What follows belongs to an exercise in optimizing a design on an open flow for small area; a production flow would make more cautious choices.
Function was checked by simulation only, so behaviour that the tests miss may differ from the original.
No activity file was given, so power comes from the tool's default toggle rates. The flow treats the clock pin as an ideal source, which a real chip does not have.

==> flow/design.v <==
module conv_interleaver_commutator #(
  parameter int unsigned WIDTH    = 8,
  parameter int unsigned BRANCHES = 12,
  parameter int unsigned DEPTH_M  = 8
) (
  input  logic             clk,
  input  logic             reset,
  input  logic             in_valid,
  input  logic [WIDTH-1:0] in_data,
  input  logic             in_sync,
  output logic             in_ready,
  input  logic             out_ready,
  output logic             out_valid,
  output logic [WIDTH-1:0] out_data,
  output logic             out_sync,
  output logic [3:0]       out_branch,
  output logic             sync_err
);
  logic             r_out_valid;
  logic [WIDTH-1:0] r_out_data;
  logic             r_out_sync;
  logic [3:0]       r_out_branch;
  logic             r_sync_err;
  logic             w_accept;
  logic [3:0]       w_cnt;
  logic             w_misalign;
  logic [3:0]       w_branch;
  logic [BRANCHES-1:0][WIDTH-1:0] w_rd_data;
  logic [BRANCHES-1:0]            w_full;
  assign in_ready   = out_ready | ~r_out_valid;
  assign w_accept   = in_valid & in_ready;
  assign w_cnt      = (r_out_branch == 4'(BRANCHES - 1)) ? '0 : r_out_branch + 4'd1;
  assign w_misalign = in_sync & (w_cnt != '0);
  assign w_branch   = w_misalign ? '0 : w_cnt;
  assign w_rd_data[0] = in_data;
  assign w_full[0]    = 1'b1;
  for (genvar b = 1; b < BRANCHES; b++) begin : g_branch
    localparam int unsigned DEP = b * DEPTH_M;
    localparam int unsigned W   = $clog2(DEP + 1);
    localparam bit          POW = (DEP == (1 << (W - 1)));
    localparam logic [W-1:0] FILL0 = POW ? '0 : W'((1 << W) - DEP);
    logic [DEP*WIDTH-1:0] r_sr;
    logic [W-1:0]         r_fill;
    logic                 w_sel;
    assign w_sel        = w_accept && (w_branch == 4'(b));
    assign w_full[b]    = POW ? r_fill[W-1] : (r_fill == '0);
    assign w_rd_data[b] = r_sr[DEP*WIDTH-1 -: WIDTH];
    always_ff @(posedge clk) begin
      if (w_sel) r_sr <= {r_sr[(DEP-1)*WIDTH-1:0], in_data};
    end
    logic [W-1:0] w_fill_next;
    always_comb begin
      logic t;
      t = w_sel & ~w_full[b];
      for (int i = 0; i < W; i++) begin
        w_fill_next[i] = r_fill[i] ^ t;
        t = t & r_fill[i];
      end
    end
    always_ff @(posedge clk or negedge reset) begin
      if (!reset)                   r_fill <= FILL0;
      else                          r_fill <= w_fill_next;
    end
  end
  always_ff @(posedge clk or negedge reset) begin
    if (!reset) begin
      r_out_valid  <= 1'b0;
      r_out_branch <= 4'(BRANCHES - 1);
      r_sync_err   <= 1'b0;
    end else if (w_accept) begin
      r_out_valid  <= 1'b1;
      r_out_branch <= w_branch;
      r_sync_err   <= w_misalign;
    end else if (out_ready) begin
      r_out_valid  <= 1'b0;
      r_sync_err   <= 1'b0;
    end
  end
  always_ff @(posedge clk) begin
    if (w_accept) begin
      r_out_data   <= w_rd_data[w_branch] & {WIDTH{w_full[w_branch]}};
      r_out_sync   <= in_sync;
    end
  end
  assign out_valid  = r_out_valid;
  assign out_data   = r_out_data;
  assign out_sync   = r_out_sync;
  assign out_branch = r_out_branch;
  assign sync_err   = r_sync_err;
endmodule
==> flow/flow/run.sh <==
#!/bin/bash
# The standard layout, with two changes: clock tree synthesis clusters up to 30 sinks within
# 80 um per leaf buffer, builds the upper tree from clkbuf_4 cells and inserts no dummy loads;
# and the port buffers are buf_1 cells.
set -euo pipefail
export CTS_ARGS="-sink_clustering_enable -repair_clock_nets -sink_clustering_size 30 -sink_clustering_max_diameter 80 -tree_buf sky130_fd_sc_hd__clkbuf_4 -dont_use_dummy_load"
export BUFFER_PORTS_ARGS="-buffer_cell sky130_fd_sc_hd__buf_1"
bash standard.sh > standard.log 2>&1
==> flow/standard.sh <==
#!/bin/bash
# synth_recipe.tcl (not shown) runs the flow's synth.tcl, then flattens the netlist and writes it again
# the make line also repeats each setting of config.mk as NAME=value (left out here)
make -C /OpenROAD-flow-scripts/flow DESIGN_CONFIG=/design/flow/config.mk WORK_HOME=/design/flow/orfs CLKGATE_MAP_FILE= SYNTH_SCRIPT=/design/flow/synth_recipe.tcl "${@:-finish}"
==> flow/config.mk <==
export PLATFORM = sky130hd
export DESIGN_NAME = conv_interleaver_commutator
export DESIGN_NICKNAME = conv_interleaver_commutator
export VERILOG_FILES = /design/flow/design.v
export SDC_FILE = /design/flow/constraint.sdc
export NUM_CORES = 4
export LEC_CHECK = 0
export CAP_MARGIN = 20
export CORE_MARGIN = 2
export CORE_UTILIZATION = 65
export SLEW_MARGIN = 20
==> flow/constraint.sdc <==
create_clock -name core_clock -period 8.0 [get_ports {clk}]
set_input_delay 1.6000 -clock core_clock [delete_from_list [all_inputs] [get_ports {clk}]]
set_output_delay 1.6000 -clock core_clock [all_outputs]
set_load 0.01 [all_outputs]
==> results of run 1 <==
critical path, stage by stage, from the launching register on:
cell	delay [ps]
dfstp_2	720
ha_1	480
and3b_4	310
or2_1	810
nand3_1	740
nor2_4	670
buf_12	250
buf_12	340
buf_4	420
kinds of logic after synthesis:
| group | count (synthesis) | synth area share [%] |
|---|---|---|
| muxes | 11 | 0.09909 |
| DFF | 4305 | 98.18 |
| buffers and inverters | 24 | 0.1305 |
| AOI/OAI and AO/OA | 97 | 0.5526 |
| adders and majority gates | 56 | 0.5335 |
| and+or+nand+nor | 109 | 0.4259 |
| xor gates and xnor gates | 12 | 0.08003 |
state kept, by name (all words and copies together), names as in the netlist:
| name | cells |
|---|---|
| r_out_data | 8 |
| r_out_sync | 1 |
| r_out_valid | 1 |
| r_sync_err | 1 |
| g_branch.r_sr | 4224 |
| r_out_branch | 4 |
| g_branch.r_fill | 66 |
where the power goes:
group          leakage [nW]  switching, W  internal, W  total, W
Sequential             37.0      0.000123       0.0249    0.0250
Combinational          1.72      0.000563     0.000221  0.000784
Clock                  1.90       0.00570      0.00336   0.00906
Total                  40.6       0.00639       0.0285    0.0349
cells in the final DEF (no fill, tap or decap), types with 3 or more instances in the layout:
cell       netlist  final
nor2_1          26     19
buf_4            4     40
o2bb2ai_1       15     15
a22oi_1          8      8
ha_1            56     50
o2111a_1         7      7
dfstp_2         15     15
inv_1            5      4
nor4_1           9      9
buf_12           0     26
o211ai_1         3      3
ha_4             0      5
o21ai_0         14     14
mux2_2           8      8
xor2_1          12     12
dfrtp_1         57     57
and2_1           3      3
nor3_4           0      4
nor2_4           0      6
edfxtp_1      4233   4233
a211oi_1         4      4
clkbuf_4         0     16
nor3_1          10      6
nand2_1         33     32
o21ai_1          5      5
diode_2          0     14
a21oi_1         24     24
buf_1            0     27
clkbuf_16        0    148
layout make-up:
class,count,area [sq um]
fillers,11670,60780
well taps,2656,3323
multi-input cells,285,2415
inverters,5,21.27
diodes,14,35.03
clock buffers,164,3824
repair buffers,95,942.2
flip-flops and latches,4305,128900
final timing paths:
path / cells after the start / end / startpoint
setup / recovery: 8 / g_branch[10].r_sr[557] / r_out_branch[0]
hold / removal: 0 / g_branch[10].r_sr[152] / g_branch[10].r_sr[144]
setup reg to reg: 8 / g_branch[10].r_sr[557] / r_out_branch[0]
hold reg to reg: 0 / g_branch[10].r_sr[152] / g_branch[10].r_sr[144]
max in group asynchronous: 2 / g_branch[1].r_fill[0] / reset
min in group asynchronous: 2 / g_branch[11].r_fill[6] / reset
through the flow:
| step | power [W] | instance area, sq um | cells | util (%) | setup WS (ps) |
|---|---|---|---|---|---|
| 2_1_floorplan | 0.02622 | 131500 | 4614 | - | -8617 |
| 3_3_place_gp | 0.02630 | 135600 | 7344 | 67.70 | 2021 |
| 3_5_place_dp | 0.02634 | 135600 | 7345 | 67.71 | 2220 |
| 4_1_cts | 0.03537 | 139400 | 7509 | 69.62 | 2905 |
| 5_1_grt | 0.03619 | 139500 | 7523 | 69.65 | 2640 |
| 6_report | 0.03488 | 139500 | 7524 | 69.65 | 2918 |
metal layers:
layer,global-route usage (%),share of wire [%],vias up
li1,-,-,18970
met1,22.90,49,20970
met2,19.38,44,482
met3,2.548,4.2,211
met4,4.168,2.5,0
met5,0,0,-
==> results by group, run 1 <==
Timing
  • Final period util: 63.52%
  • Final setup vio count: 0
  • Achievable Freq: 196.8 MHz
  • Min cycle time layout: 5082 ps
  • RSZ-0062 raised after global routing: no
  • Pins Over Slew Limit: 0
  • Least-Margin Pin Slew: 1109 ps
  • Rel. slew slack: 26.03%
  • Clock skew: 102.2 ps
  • Hold Slack: 379.0 ps
  • Setup TNS: 0 ps
  • Hold Violations, Final: 0

Clock tree
  • TritonCTS clock tree: built
  • Max clock buf depth: 3
  • Worst-Skew Late Latency: 990 ps
  • Clk root buf: clkbuf_16
  • CTS Sinks: 4305
  • Postcts setup bufs: 0
  • Post-CTS sizing: 0
  • Clk pin slew, worst setup/hold paths: 100 ps
  • Clock H-tree levels: 4
  • # hold bufs at CTS: 0
  • CTS Buf Count: 164

Logic synthesis
  • Area contributors post-synth: edfxtp_1, dfrtp_1, ha_1, dfstp_2, o2bb2ai_1
  • Ys Warns: 1
  • Ys flop type: edfxtp_1
  • Post-synth EDFFs: 4233
  • Register area share after synthesis: 98.18%
  • Post-synthesis cell type count: 61
  • Most instantiated library cell after synthesis: edfxtp_1
  • Area share of the largest cell type after synthesis: 96.79%
  • Biggest area consumer among synthesized cells: edfxtp_1
  • Cells after Synth: 4614
  • Cell area after synthesis: 0.1313 sq mm
  • Asr flop ratio synth: 1.672%
  • Synth cell count leaders: edfxtp_1, dfrtp_1, ha_1
  • Yosys reg bits: 4305
  • Syn nets: 4683
  • Post-synthesis area per instance: 28.46 sq um

Routing
  • Vias/cell: 5.400
  • DRC viols: 0
  • First DRT Iteration DRCs: 4636
  • Routed WL: 142.5 mm
  • Routed Antenna Nets: 0
  • TritonRoute pass-1 iters: 5
  • Routed wire per std cell: 18.94 um
  • Via count: 40630

Place
  • Final Wtd Congestion: 0.7508
  • Post-DP HPWL: 70.12 mm
  • Number of port buffers: 28

Floorplan
  • DIE WIDTH: 453.5 um
  • I/O pin count: 29
  • Initial Util: 65.57%
  • Die footprint: 0.2056 sq mm
  • Die Y: 453.5 um
  • # rows: 164
  • Core area: 0.2003 sq mm

GRT
  • Initial antenna violation count: 13
  • Total GRT Usage: 13.85%
  • Vias in the first global route: 38660
  • Grt total ovfl: 0
  • First-pass GRT wire length: 220.5 mm
  • Pin count of the biggest net entering global routing: 212

Setup path
  • Critical Path AT: 5690 ps
  • Worst Setup Start Kind: register
  • Endpoint type of the worst setup path: register
  • Worst EP required: 8600 ps
  • FF-to-FF setup slack: 2920 ps
  • CP max FO: 66
  • Setup CP Type: reg -> reg

Min path
  • Worst hold path class: reg -> reg

Final layout
  • Share of cells above drive strength 1: 6.016%
  • Layout net count: 4925
  • Area Growth Syn to Fin: 6.220%

Run
  • Max-Cap Viols: 0

Power
  • Peak supply drop: 193.1 uV
  • Power Density: 250.0 mW/mm^2
  • Pleak: 40.61 nW

Run status
  • Status: finished clean
==> run 2: changes to the inputs <==
--- a/flow/config.mk
+++ b/flow/config.mk
@@ -7,5 +7,5 @@
 export LEC_CHECK = 0
 export CAP_MARGIN = 20
 export CORE_MARGIN = 2
-export CORE_UTILIZATION = 65
+export CORE_UTILIZATION = 70
 export SLEW_MARGIN = 20
==> run 2 against run 1 <==
  * Sequential share of layout area rose by 0.26 points
  * Sequential power barely moved
  * Clock skew rose by 18 ps
  * Flip-flop and latch count did not move
  * Register-to-register slack improved by 96 ps
  * Total power fell by 0.31%
  * Largest cell class unchanged
  * Largest power group unchanged
  * Highest routed layer unchanged
==> results by group, run 2 <==
Final layout
  • Area Growth Syn to Fin: 5.926% (was 6.220%)
  • Share of cells above drive strength 1: 5.784% (was 6.016%)
  • Max reg flops: 4224 (unchanged)
  • Most common cell after layout, fill and taps aside: edfxtp_1 (unchanged)
  • Final Core Density: 74.86% (was 69.65%)
  • Finished Layout Cells: 7330 (was 7524)
  • Layout net count: 4912 (was 4925)
  • Biggest register: g_branch.r_sr (unchanged)
  • Regs by FF count: g_branch.r_sr x4224, g_branch.r_fill x66, r_out_data x8 (unchanged)
  • Fill cell count: 9706 (was 11670)
  • Commonest non-fill, non-tap cells in the layout: edfxtp_1, clkbuf_16, dfrtp_1 (unchanged)

Logic synthesis
  • Cell area after synthesis: 0.1313 sq mm (unchanged)
  • Asr flop ratio synth: 1.672% (unchanged)
  • Area contributors post-synth: edfxtp_1, dfrtp_1, ha_1, dfstp_2, o2bb2ai_1 (unchanged)
  • Synth cell count leaders: edfxtp_1, dfrtp_1, ha_1 (unchanged)
  • Register area share after synthesis: 98.18% (unchanged)
  • Post-synthesis cell type count: 61 (unchanged)
  • Post-synthesis area per instance: 28.46 sq um (unchanged)
  • Cells after Synth: 4614 (unchanged)
  • Most instantiated library cell after synthesis: edfxtp_1 (unchanged)
  • Syn nets: 4683 (unchanged)
  • Yosys reg bits: 4305 (unchanged)
  • Ys flop type: edfxtp_1 (unchanged)
  • Post-synth EDFFs: 4233 (unchanged)
  • Biggest area consumer among synthesized cells: edfxtp_1 (unchanged)
  • Ys Warns: 1 (unchanged)
  • Area share of the largest cell type after synthesis: 96.79% (unchanged)

Setup path
  • Worst Setup Start Kind: register (unchanged)
  • CP max FO: 61 (was 66)
  • Critical Path AT: 5560 ps (was 5690 ps)
  • Setup CP Type: reg -> reg (unchanged)
  • Endpoint type of the worst setup path: register (unchanged)
  • Worst R2R Start: r_out_branch[0] (unchanged)
  • Critical path startpoint: r_out_branch[0] (unchanged)
  • Worst EP required: 8570 ps (was 8600 ps)

Place
  • Number of port buffers: 28 (unchanged)
  • Post-DP HPWL: 68.91 mm (was 70.12 mm)
  • Dpl ws: 2392 ps (was 2220 ps)
  • DP Cell Count: 7156 (was 7345)
  • Final Wtd Congestion: 0.7785 (was 0.7508)

Clock tree
  • Postcts setup bufs: 0 (unchanged)
  • CTS Buf Count: 163 (was 164)
  • TritonCTS clock tree: built (unchanged)
  • Worst-Skew Late Latency: 1000 ps (was 990 ps)
  • # hold bufs at CTS: 0 (unchanged)
  • Post-CTS sizing: 0 (unchanged)
  • CTS Sinks: 4305 (unchanged)
  • Clock H-tree levels: 4 (unchanged)
  • Clk pin slew, worst setup/hold paths: 100 ps (about the same)
  • Clk root buf: clkbuf_16 (unchanged)
  • Max clock buf depth: 3 (unchanged)

GRT
  • Total GRT Usage: 14.43% (was 13.85%)
  • First-pass GRT wire length: 212.7 mm (was 220.5 mm)
  • Initial antenna violation count: 16 (was 13)
  • Grt total ovfl: 0 (unchanged)
  • Pin count of the biggest net entering global routing: 221 (was 212)
  • Vias in the first global route: 37870 (was 38660)

Power
  • Peak supply drop: 238.9 uV (was 193.1 uV)
  • Pleak: 40.53 nW (was 40.61 nW)
  • Power Density: 249.9 mW/mm^2 (was 250.0 mW/mm^2)

Run status
  • Status: finished clean (unchanged)

Floorplan
  • DIE WIDTH: 437.1 um (was 453.5 um)
  • I/O pin count: 29 (unchanged)
  • Die footprint: 0.1911 sq mm (was 0.2056 sq mm)
  • Initial Util: 70.67% (was 65.57%)
  • Core area: 0.1858 sq mm (was 0.2003 sq mm)
  • # rows: 158 (was 164)
  • Die Y: 437.1 um (was 453.5 um)

Routing
  • Via count: 40300 (was 40630)
  • DRC viols: 0 (unchanged)
  • Routed Antenna Nets: 0 (unchanged)
  • Routed wire per std cell: 18.91 um (was 18.94 um)
  • First DRT Iteration DRCs: 3848 (was 4636)
  • Routed WL: 138.6 mm (was 142.5 mm)
  • TritonRoute pass-1 iters: 6 (was 5)
  • Vias/cell: 5.498 (was 5.400)

Timing
  • Final setup vio count: 0 (unchanged)
  • RSZ-0062 raised after global routing: no (unchanged)
  • Least-Margin Pin Slew: 1073 ps (was 1109 ps)
  • Clock skew: 120.5 ps (was 102.2 ps)
  • Min cycle time layout: 4985 ps (was 5082 ps)
  • Final period util: 62.32% (was 63.52%)
  • Rel. slew slack: 28.44% (was 26.03%)
  • Pins Over Slew Limit: 0 (unchanged)
  • Hold Violations, Final: 0 (unchanged)
  • Post-route setup slack: 3015 ps (was 2918 ps)
  • Hold Slack: 353.6 ps (was 379.0 ps)
  • Achievable Freq: 200.6 MHz (was 196.8 MHz)
  • Setup TNS: 0 ps (unchanged)

Min path
  • Hold path startpoint: g_branch[5].r_sr[247] (was g_branch[10].r_sr[144])
  • Worst hold path class: reg -> reg (unchanged)

Run
  • Max-Cap Viols: 0 (unchanged)
==> run 2: cell types whose count changed in the layout (fill, tap and decap cells not counted) <==
| cell | change |
|---|---|
| buf_1 | -1 |
| buf_12 | -6 |
| clkbuf_16 | -1 |
| diode_2 | -5 |
| buf_16 | +2 |
| buf_6 | +1 |
| buf_8 | -1 |
| buf_4 | -8 |
| clkbuf_2 | +1 |
==> run 2: report_power, final <==
group          internal (W)  switching, W  total [W]
Sequential           0.0249      0.000124     0.0250
Clock               0.00333       0.00562    0.00895
Combinational      0.000221      0.000562   0.000783
==> run 2: cell type report <==
type	count	area [sq um]	area share, %
clock buffer	163	3799	2.731
tap	2480	3103	2.231
multi-input combinational	285	2415	1.736
sequential	4305	128900	92.69
antenna	9	22.52	0.01619
inverter	5	21.27	0.01529
timing repair buffer	83	814.5	0.5855
==> run 2: worst paths after layout <==
kind / end / cells past startpoint / slack, ps
setup / recovery: g_branch[2].r_sr[38] / 6 / 3010
hold / removal: g_branch[5].r_sr[255] / 0 / 350
setup reg to reg: g_branch[2].r_sr[38] / 6 / 3010
hold reg to reg: g_branch[5].r_sr[255] / 0 / 350
max in group asynchronous: g_branch[6].r_fill[0] / 2 / 6450
min in group asynchronous: g_branch[11].r_fill[2] / 2 / 890
==> run 2: kinds of logic (layout without fill, tap and decap cells) <==
family	count (synthesis)	count (layout)	share of synthesized area, %
AOI/OAI and AO/OA	97	97	0.5526
muxes	11	11	0.09909
other	0	9	0
buffers and inverters	24	251	0.1305
xor gates and xnor gates	12	12	0.08003
DFF	4305	4305	98.18
and+or+nand+nor	109	109	0.4259
adders and majority gates	56	56	0.5335
==> run 2: metrics by stage <==
stage / power (W) / cell area [sq um]
CTS: 0.03520 / 139000
global route: 0.03598 / 139100
detailed placement: 0.02633 / 135200
floorplan: 0.02622 / 131500
finish: 0.03477 / 139100
global placement: 0.02628 / 135200
==> run 2: layer usage <==
metal | up-vias | wire length [um] | track usage [%]
met5 | - | 0 | 0
met4 | 0 | 3548 | 4.444
met3 | 211 | 5413 | 2.530
met2 | 533 | 61980 | 20.56
met1 | 20640 | 67690 | 23.72
li1 | 18910 | - | -
==> run 2: worst max-delay path: stages (launching register included) <==
cell and delay [ps]:
dfstp_2 730, ha_1 480, and3b_4 310, or2_1 830, nand3_1 720, nor2_4 850
buf_4 700
==> run 3: changes to the inputs <==
--- a/flow/design.v
+++ b/flow/design.v
@@ -27,6 +27,8 @@
   logic [3:0]       w_branch;
   logic [BRANCHES-1:0][WIDTH-1:0] w_rd_data;
   logic [BRANCHES-1:0]            w_full;
+  logic [BRANCHES-1:0]            w_pick;
+  logic [WIDTH-1:0]               w_out_data;
   assign in_ready   = out_ready | ~r_out_valid;
   assign w_accept   = in_valid & in_ready;
   assign w_cnt      = (r_out_branch == 4'(BRANCHES - 1)) ? '0 : r_out_branch + 4'd1;
@@ -34,6 +36,7 @@
   assign w_branch   = w_misalign ? '0 : w_cnt;
   assign w_rd_data[0] = in_data;
   assign w_full[0]    = 1'b1;
+  assign w_pick[0]    = (w_branch == '0);
   for (genvar b = 1; b < BRANCHES; b++) begin : g_branch
     localparam int unsigned DEP = b * DEPTH_M;
     localparam int unsigned W   = $clog2(DEP + 1);
@@ -43,6 +46,7 @@
     logic [W-1:0]         r_fill;
     logic                 w_sel;
     assign w_sel        = w_accept && (w_branch == 4'(b));
+    assign w_pick[b]    = (w_branch == 4'(b));
     assign w_full[b]    = POW ? r_fill[W-1] : (r_fill == '0);
     assign w_rd_data[b] = r_sr[DEP*WIDTH-1 -: WIDTH];
     always_ff @(posedge clk) begin
@@ -62,6 +66,11 @@
       else                          r_fill <= w_fill_next;
     end
   end
+  always_comb begin
+    w_out_data = '0;
+    for (int unsigned i = 0; i < BRANCHES; i++)
+      w_out_data |= w_rd_data[i] & {WIDTH{w_pick[i] & w_full[i]}};
+  end
   always_ff @(posedge clk or negedge reset) begin
     if (!reset) begin
       r_out_valid  <= 1'b0;
@@ -78,7 +87,7 @@
   end
   always_ff @(posedge clk) begin
     if (w_accept) begin
-      r_out_data   <= w_rd_data[w_branch] & {WIDTH{w_full[w_branch]}};
+      r_out_data   <= w_out_data;
       r_out_sync   <= in_sync;
     end
   end
==> run 3 against run 2 <==
  * Total power is 0.93% lower
  * Combinational power shrank 32%
  * Critical path depth up 1
  * Fmax rose by 2.2%
  * Synthesized area is 0.15% lower
  * Largest cell class unchanged
  * Worst setup slack better by 110 ps
  * Non-clock buffer count is 5 higher
  * Utilization fell by 0.054 points
  * Clock skew is 19 ps lower
==> results by group, run 3 <==
Run status
  • Status: finished clean (unchanged)

Floorplan
  • I/O pin count: 29 (unchanged)
  • DIE WIDTH: 436.8 um (was 437.1 um)
  • Initial Util: 70.57% (was 70.67%)
  • Die Y: 436.8 um (was 437.1 um)
  • Core area: 0.1858 sq mm (unchanged)
  • # rows: 158 (unchanged)
  • Die footprint: 0.1908 sq mm (was 0.1911 sq mm)

Clock tree
  • Clock H-tree levels: 4 (unchanged)
  • # hold bufs at CTS: 0 (unchanged)
  • Max clock buf depth: 3 (unchanged)
  • Worst-Skew Late Latency: 970 ps (was 1000 ps)
  • Postcts setup bufs: 0 (unchanged)
  • CTS Buf Count: 162 (was 163)
  • TritonCTS clock tree: built (unchanged)
  • CTS Sinks: 4305 (unchanged)
  • Post-CTS sizing: 0 (unchanged)
  • Clk root buf: clkbuf_16 (unchanged)
  • Clk pin slew, worst setup/hold paths: 100 ps (about the same)

Logic synthesis
  • Yosys reg bits: 4305 (unchanged)
  • Biggest area consumer among synthesized cells: edfxtp_1 (unchanged)
  • Cells after Synth: 4585 (was 4614)
  • Ys Warns: 1 (unchanged)
  • Asr flop ratio synth: 1.672% (unchanged)
  • Register area share after synthesis: 98.32% (was 98.18%)
  • Area contributors post-synth: edfxtp_1, dfrtp_1, ha_1, dfstp_2, xor2_1 (was edfxtp_1, dfrtp_1, ha_1, dfstp_2, o2bb2ai_1)
  • Post-synthesis cell type count: 62 (was 61)
  • Post-synthesis area per instance: 28.60 sq um (was 28.46 sq um)
  • Post-synth EDFFs: 4233 (unchanged)
  • Ys flop type: edfxtp_1 (unchanged)
  • Cell area after synthesis: 0.1311 sq mm (was 0.1313 sq mm)
  • Most instantiated library cell after synthesis: edfxtp_1 (unchanged)
  • Synth cell count leaders: edfxtp_1, dfrtp_1, ha_1 (unchanged)
  • Area share of the largest cell type after synthesis: 96.94% (was 96.79%)
  • Syn nets: 4654 (was 4683)

GRT
  • Vias in the first global route: 38200 (was 37870)
  • Pin count of the biggest net entering global routing: 222 (was 221)
  • Initial antenna violation count: 8 (was 16)
  • Grt total ovfl: 0 (unchanged)
  • Total GRT Usage: 14.47% (was 14.43%)
  • First-pass GRT wire length: 214.1 mm (was 212.7 mm)

Place
  • Dpl ws: 2860 ps (was 2392 ps)
  • Number of port buffers: 28 (unchanged)
  • Final Wtd Congestion: 0.8682 (was 0.7785)
  • Post-DP HPWL: 69.83 mm (was 68.91 mm)

Setup path
  • Critical Path AT: 5460 ps (was 5560 ps)
  • Worst Setup Start Kind: register (unchanged)
  • Endpoint type of the worst setup path: register (unchanged)
  • Worst EP required: 8580 ps (was 8570 ps)
  • CP max FO: 216 (was 61)
  • Setup CP Type: reg -> reg (unchanged)

Min path
  • Worst hold path class: reg -> reg (unchanged)

Timing
  • Setup TNS: 0 ps (unchanged)
  • Achievable Freq: 205.1 MHz (was 200.6 MHz)
  • Post-route setup slack: 3123 ps (was 3015 ps)
  • Least-Margin Pin Slew: 1163 ps (was 1073 ps)
  • Pins Over Slew Limit: 0 (unchanged)
  • Final setup vio count: 0 (unchanged)
  • Rel. slew slack: 22.49% (was 28.44%)
  • Final period util: 60.96% (was 62.32%)
  • Clock skew: 101.4 ps (was 120.5 ps)
  • Min cycle time layout: 4877 ps (was 4985 ps)
  • RSZ-0062 raised after global routing: no (unchanged)
  • Hold Violations, Final: 0 (unchanged)

Final layout
  • Area Growth Syn to Fin: 6.006% (was 5.926%)
  • Fill cell count: 9757 (was 9706)
  • Share of cells above drive strength 1: 5.659% (was 5.784%)
  • Regs by FF count: g_branch.r_sr x4224, g_branch.r_fill x66, r_out_data x8 (unchanged)
  • Layout net count: 4895 (was 4912)
  • Commonest non-fill, non-tap cells in the layout: edfxtp_1, clkbuf_16, dfrtp_1 (unchanged)
  • Most common cell after layout, fill and taps aside: edfxtp_1 (unchanged)
  • Biggest register: g_branch.r_sr (unchanged)
  • Max reg flops: 4224 (unchanged)

Routing
  • TritonRoute pass-1 iters: 8 (was 6)
  • DRC viols: 0 (unchanged)
  • Routed WL: 138.3 mm (was 138.6 mm)
  • Via count: 40360 (was 40300)
  • Routed Antenna Nets: 0 (unchanged)
  • Routed wire per std cell: 18.90 um (was 18.91 um)
  • Vias/cell: 5.517 (was 5.498)
  • First DRT Iteration DRCs: 4110 (was 3848)

Power
  • Internal power: 0.02834 W (was 0.02846 W)
  • Seq pwr share: 72.6% (was 72.0%)
  • Psw: 0.006105 W (was 0.006303 W)
  • Sw Ratio: 17.73% (was 18.13%)
  • Pleak: 39.58 nW (was 40.53 nW)
  • Peak supply drop: 227.3 uV (was 238.9 uV)
  • Clock share of power: 25.8% (was 25.7%)
  • Comb power frac: 1.6% (was 2.3%)
  • Power Density: 247.8 mW/mm^2 (was 249.9 mW/mm^2)

Run
  • Max-Cap Viols: 0 (unchanged)
==> run 3: cell count changes after synthesis, sizes merged, moves of 6 or more <==
cell and change:
a21oi -19, o2bb2ai -15, o21ai -11, mux2 -10, buf -7, a22oi +6, nand2 -6, nand3 +6
o2111a -6
==> run 3: cell families (layout without fill, tap and decap cells) <==
family	Yosys count	in the layout	share of synthesized area, %
compound gates	77	77	0.4914
other cells	0	12	0
fa+ha+maj	56	56	0.5343
xor+xnor	14	14	0.09351
simple gates	118	118	0.5010
flops	4305	4305	98.32
buf+inv	15	254	0.05629
==> run 3: path summary, 6_finish.rpt <==
check | from | end | slack [ps] | cells after the start
max in group asynchronous | reset | g_branch[2].r_fill[3] | 6500 | 2
hold reg to reg | g_branch[2].r_sr[117] | g_branch[2].r_sr[125] | 370 | 0
min in group asynchronous | reset | g_branch[4].r_fill[1] | 910 | 2
hold / removal | g_branch[2].r_sr[117] | g_branch[2].r_sr[125] | 370 | 0
setup reg to reg | r_out_branch[0] | g_branch[7].r_sr[149] | 3120 | 7
setup / recovery | r_out_branch[0] | g_branch[7].r_sr[149] | 3120 | 7
==> run 3: power by group through the flow <==
stage	clock network [W]	registers, W	logic (W)
after floorplan	0	0.0256	0.000357
after CTS	0.00934	0.0250	0.000540
final	0.00890	0.0250	0.000535
after global placement	0	0.0255	0.000517
after global routing	0.00999	0.0250	0.000589
after detailed placement	0	0.0255	0.000542
==> run 3: final cells by class <==
class / instances / area, sq um / area share (%)
repair buffers: 88 / 839.6 / 0.6040
clock buffers: 162 / 3774 / 2.715
diodes: 12 / 30.03 / 0.02160
inverters: 4 / 15.01 / 0.01080
flip-flops and latches: 4305 / 128900 / 92.75
well taps: 2480 / 3103 / 2.232
multi-input cells: 265 / 2313 / 1.664
==> run 3: routing by layer <==
metal | routed length (um) | global-route usage (%) | share of wire [%] | up-vias
li1 | - | - | - | 18870
met3 | 5053 | 2.461 | 3.7 | 206
met1 | 67060 | 23.54 | 49 | 20780
met5 | 0 | 0 | 0 | -
met2 | 62450 | 20.87 | 45 | 509
met4 | 3684 | 4.577 | 2.7 | 0
==> run 3: critical path, cell delays in order (launching register included) <==
cell and delay [ps]:
dfstp_2 740, ha_1 550, nor3b_1 480, a41oi_4 120, or3_1 670, nor2_4 210
buf_12 460, buf_12 760
==> run 3: through the flow <==
stage | hold WS (ps) | power, W | cells | util [%] | area [sq um]
floorplan | 400.3 | 0.02598 | 4585 | - | 131300
detailed placement | 404.5 | 0.02607 | 7141 | 72.74 | 135200
finish | 368.8 | 0.03444 | 7316 | 74.80 | 139000
global route | 370.0 | 0.03563 | 7314 | 74.80 | 139000
CTS | 368.0 | 0.03490 | 7303 | 74.77 | 139000
global placement | 400.2 | 0.02603 | 7141 | 72.74 | 135200
==> run 4: changes to the inputs <==
==> flow/flow/run.sh (replaced) <==
#!/bin/bash
# The standard layout, with two changes: clock tree synthesis clusters up to 34 sinks within
# 80 um per leaf buffer, builds the upper tree from clkbuf_4 cells and inserts no dummy loads;
# and the port buffers are buf_1 cells.
set -euo pipefail
export CTS_ARGS="-sink_clustering_enable -repair_clock_nets -sink_clustering_size 34 -sink_clustering_max_diameter 80 -tree_buf sky130_fd_sc_hd__clkbuf_4 -dont_use_dummy_load"
export BUFFER_PORTS_ARGS="-buffer_cell sky130_fd_sc_hd__buf_1"
bash standard.sh > standard.log 2>&1
==> run 4 against run 3 <==
  * Still clean
  * Sequential power barely moved
  * First-iteration DRC count fell by 3.3%
  * Synthesized area did not move
  * Combinational power barely moved
  * Register-to-register slack got worse by 50 ps
  * Critical endpoint is now g_branch[7].r_sr[245]
  * Highest routed layer unchanged
==> results by group, run 4 <==
Logic synthesis
  • Synth cell count leaders: edfxtp_1, dfrtp_1, ha_1 (unchanged)
  • Post-synthesis area per instance: 28.60 sq um (unchanged)
  • Asr flop ratio synth: 1.672% (unchanged)
  • Post-synthesis cell type count: 62 (unchanged)
  • Biggest area consumer among synthesized cells: edfxtp_1 (unchanged)
  • Ys flop type: edfxtp_1 (unchanged)
  • Cell area after synthesis: 0.1311 sq mm (unchanged)
  • Area share of the largest cell type after synthesis: 96.94% (unchanged)
  • Ys Warns: 1 (unchanged)
  • Yosys reg bits: 4305 (unchanged)
  • Post-synth EDFFs: 4233 (unchanged)
  • Most instantiated library cell after synthesis: edfxtp_1 (unchanged)
  • Register area share after synthesis: 98.32% (unchanged)
  • Area contributors post-synth: edfxtp_1, dfrtp_1, ha_1, dfstp_2, xor2_1 (unchanged)
  • Cells after Synth: 4585 (unchanged)
  • Syn nets: 4654 (unchanged)

Clock tree
  • Clk root buf: clkbuf_16 (unchanged)
  • Postcts setup bufs: 0 (unchanged)
  • Clk pin slew, worst setup/hold paths: 120 ps (was 100 ps)
  • TritonCTS clock tree: built (unchanged)
  • CTS Sinks: 4305 (unchanged)
  • Clock H-tree levels: 4 (unchanged)
  • CTS Buf Count: 148 (was 162)
  • # hold bufs at CTS: 0 (unchanged)
  • Worst-Skew Late Latency: 970 ps (about the same)
  • Max clock buf depth: 3 (unchanged)
  • Post-CTS sizing: 0 (unchanged)

Place
  • Dpl ws: 2860 ps (unchanged)
  • Final Wtd Congestion: 0.8682 (unchanged)
  • Number of port buffers: 28 (unchanged)
  • DP Cell Count: 7141 (unchanged)
  • Post-DP HPWL: 69.83 mm (unchanged)

Power
  • Peak supply drop: 219.8 uV (was 227.3 uV)
  • Pleak: 39.39 nW (was 39.58 nW)
  • Power Density: 245.9 mW/mm^2 (was 247.8 mW/mm^2)
  • Total power: 0.03408 W (was 0.03444 W)

GRT
  • Layer with the highest usage: met1 (unchanged)
  • First-pass GRT wire length: 212.6 mm (was 214.1 mm)
  • Met3 usage in global routing: 2.455% (was 2.461%)
  • Initial antenna violation count: 9 (was 8)
  • Met1 global-route usage: 23.25% (was 23.54%)
  • Grt total ovfl: 0 (unchanged)
  • Vias in the first global route: 38020 (was 38200)
  • Total GRT Usage: 14.38% (was 14.47%)
  • M2 GR Usage: 20.71% (was 20.87%)
  • Pin count of the biggest net entering global routing: 222 (unchanged)

Routing
  • DRC viols: 0 (unchanged)
  • Via count: 40340 (was 40360)
  • First DRT Iteration DRCs: 3976 (was 4110)
  • TritonRoute pass-1 iters: 6 (was 8)
  • Routed wire per std cell: 18.92 um (was 18.90 um)
  • Routed WL: 138.0 mm (was 138.3 mm)
  • Routed Antenna Nets: 0 (unchanged)
  • Vias/cell: 5.529 (was 5.517)

Final layout
  • Commonest non-fill, non-tap cells in the layout: edfxtp_1, clkbuf_16, dfrtp_1 (unchanged)
  • Layout net count: 4880 (was 4895)
  • Max reg flops: 4224 (unchanged)
  • Area Growth Syn to Fin: 5.707% (was 6.006%)
  • Most common cell after layout, fill and taps aside: edfxtp_1 (unchanged)
  • Share of cells above drive strength 1: 5.365% (was 5.659%)
  • Fill cell count: 9801 (was 9757)
  • Finished Layout Cells: 7295 (was 7316)
  • Biggest register: g_branch.r_sr (unchanged)
  • Regs by FF count: g_branch.r_sr x4224, g_branch.r_fill x66, r_out_data x8 (unchanged)

Setup path
  • CP delay by family, top: simple AND/OR/NAND/NOR gates (unchanged)
  • CP cell instances: ha_1 > nor3b_1 > a41oi_4 > or3_1 > nor2_4 > buf_12 > buf_12 (unchanged)
  • Buf+Inv Stages, Crit Path: 2 (unchanged)
  • Cell repeated most along the worst path: buf_12 (unchanged)
  • CP max stage cell: buf_12 (unchanged)
  • Worst EP required: 8540 ps (was 8580 ps)
  • Critical Path AT: 5460 ps (about the same)
  • CP max FO: 216 (unchanged)
  • Endpoint type of the worst setup path: register (unchanged)
  • Worst Setup Start Kind: register (unchanged)
  • Setup CP Type: reg -> reg (unchanged)
  • CP max stage delay: 770 ps (was 760 ps)

Floorplan
  • Core area: 0.1858 sq mm (unchanged)
  • Die Y: 436.8 um (unchanged)
  • # rows: 158 (unchanged)
  • Initial Util: 70.57% (unchanged)
  • Die footprint: 0.1908 sq mm (unchanged)
  • DIE WIDTH: 436.8 um (unchanged)
  • I/O pin count: 29 (unchanged)

Timing
  • Least-Margin Pin Slew: 1251 ps (was 1163 ps)
  • Achievable Freq: 203.1 MHz (was 205.1 MHz)
  • Clock skew: 99.33 ps (was 101.4 ps)
  • Hold Slack: 349.6 ps (was 368.8 ps)
  • Post-route setup slack: 3077 ps (was 3123 ps)
  • Pins Over Slew Limit: 0 (unchanged)
  • Final setup vio count: 0 (unchanged)
  • Final period util: 61.54% (was 60.96%)
  • Min cycle time layout: 4923 ps (was 4877 ps)
  • Setup TNS: 0 ps (unchanged)
  • Hold Violations, Final: 0 (unchanged)
  • RSZ-0062 raised after global routing: no (unchanged)
  • Rel. slew slack: 16.60% (was 22.49%)

Run
  • Max-Cap Viols: 0 (unchanged)

Run status
  • Status: finished clean (unchanged)

Min path
  • Worst hold path class: reg -> reg (unchanged)
[run 4: cell counts after synthesis]
No cell type changed its count.
[run 4: metal layers]
metal  share of wire (%)  vias to the layer above
li1                    -                    18810
met1                  49                    20770
met2                  45                      535
met3                 3.6                      226
met4                 3.1                        0
met5                   0                        -
[run 4: kinds of logic (layout without fill, tap and decap cells)]
group	after synthesis	after routing	share of synthesized area, %
DFF	4305	4305	98.32
and+or+nand+nor	118	118	0.5010
AOI/OAI and AO/OA	77	77	0.4914
adders and majority gates	56	56	0.5343
buffers and inverters	15	239	0.05629
xor gates and xnor gates	14	14	0.09351
other	0	6	0
[run 4: power breakdown]
group          internal, W  switching (W)
Sequential          0.0249       0.000105
Clock              0.00302        0.00551
Combinational     0.000120       0.000416
[run 4: metrics by stage]
stage	instance area [sq um]	utilization [%]
2_1_floorplan	131300	-
3_3_place_gp	135200	72.74
3_5_place_dp	135200	72.74
4_1_cts	138600	74.58
5_1_grt	138600	74.59
6_report	138600	74.59
[run 4: path summary, 6_finish.rpt]
| path | startpoint | slack [ps] | cells past startpoint | to |
|---|---|---|---|---|
| max | r_out_branch[0] | 3080 | 7 | g_branch[7].r_sr[245] |
| min | g_branch[5].r_sr[27] | 350 | 0 | g_branch[5].r_sr[35] |
| max reg2reg | r_out_branch[0] | 3080 | 7 | g_branch[7].r_sr[245] |
| min reg2reg | g_branch[5].r_sr[27] | 350 | 0 | g_branch[5].r_sr[35] |
| max in group asynchronous | reset | 6480 | 2 | g_branch[2].r_fill[0] |
| min in group asynchronous | reset | 890 | 2 | g_branch[5].r_fill[2] |
[run 4: cell type report]
cell class	count	area (sq um)	area share, %
timing repair buffer	87	812.0	0.5858
multi-input combinational	265	2313	1.669
sequential	4305	128900	93.02
antenna	6	15.01	0.01083
tap	2480	3103	2.239
clock buffer	148	3423	2.470
inverter	4	15.01	0.01083

## separate check: timing with driven ports
No port has a modelled driver above. Below, the same layouts with a new extraction and two added sets of constraints. Step 1 assumes that a clkbuf_16 drives the clock port and a buf_2 every other input. Step 2, shift: input delay + t, output delay - t, t = (earliest + latest rising clock arrival at the registers) / 2. This alone moves slack from input paths to output paths. Slacks: ideal / step 1 / step 2; pairs: ideal / step 1.
run | t, ns | slack for setup (ns) | clock arrival spread, ns
run 1 | 1.026 | 2.918 / 2.918 / 2.616 | 0.102 / 0.103
run 2 | 1.030 | 3.015 / 3.015 / 2.399 | 0.121 / 0.122
run 3 | 1.006 | 3.123 / 3.123 / 2.884 | 0.103 / 0.103
run 4 | 1.009 | 3.077 / 3.077 / 2.822 | 0.101 / 0.100
After both steps setup and hold are still met in every run listed. For run 2, which loses most, drivers alone change the setup slack by 0.000 ns; drivers and shift together by -0.616 ns.
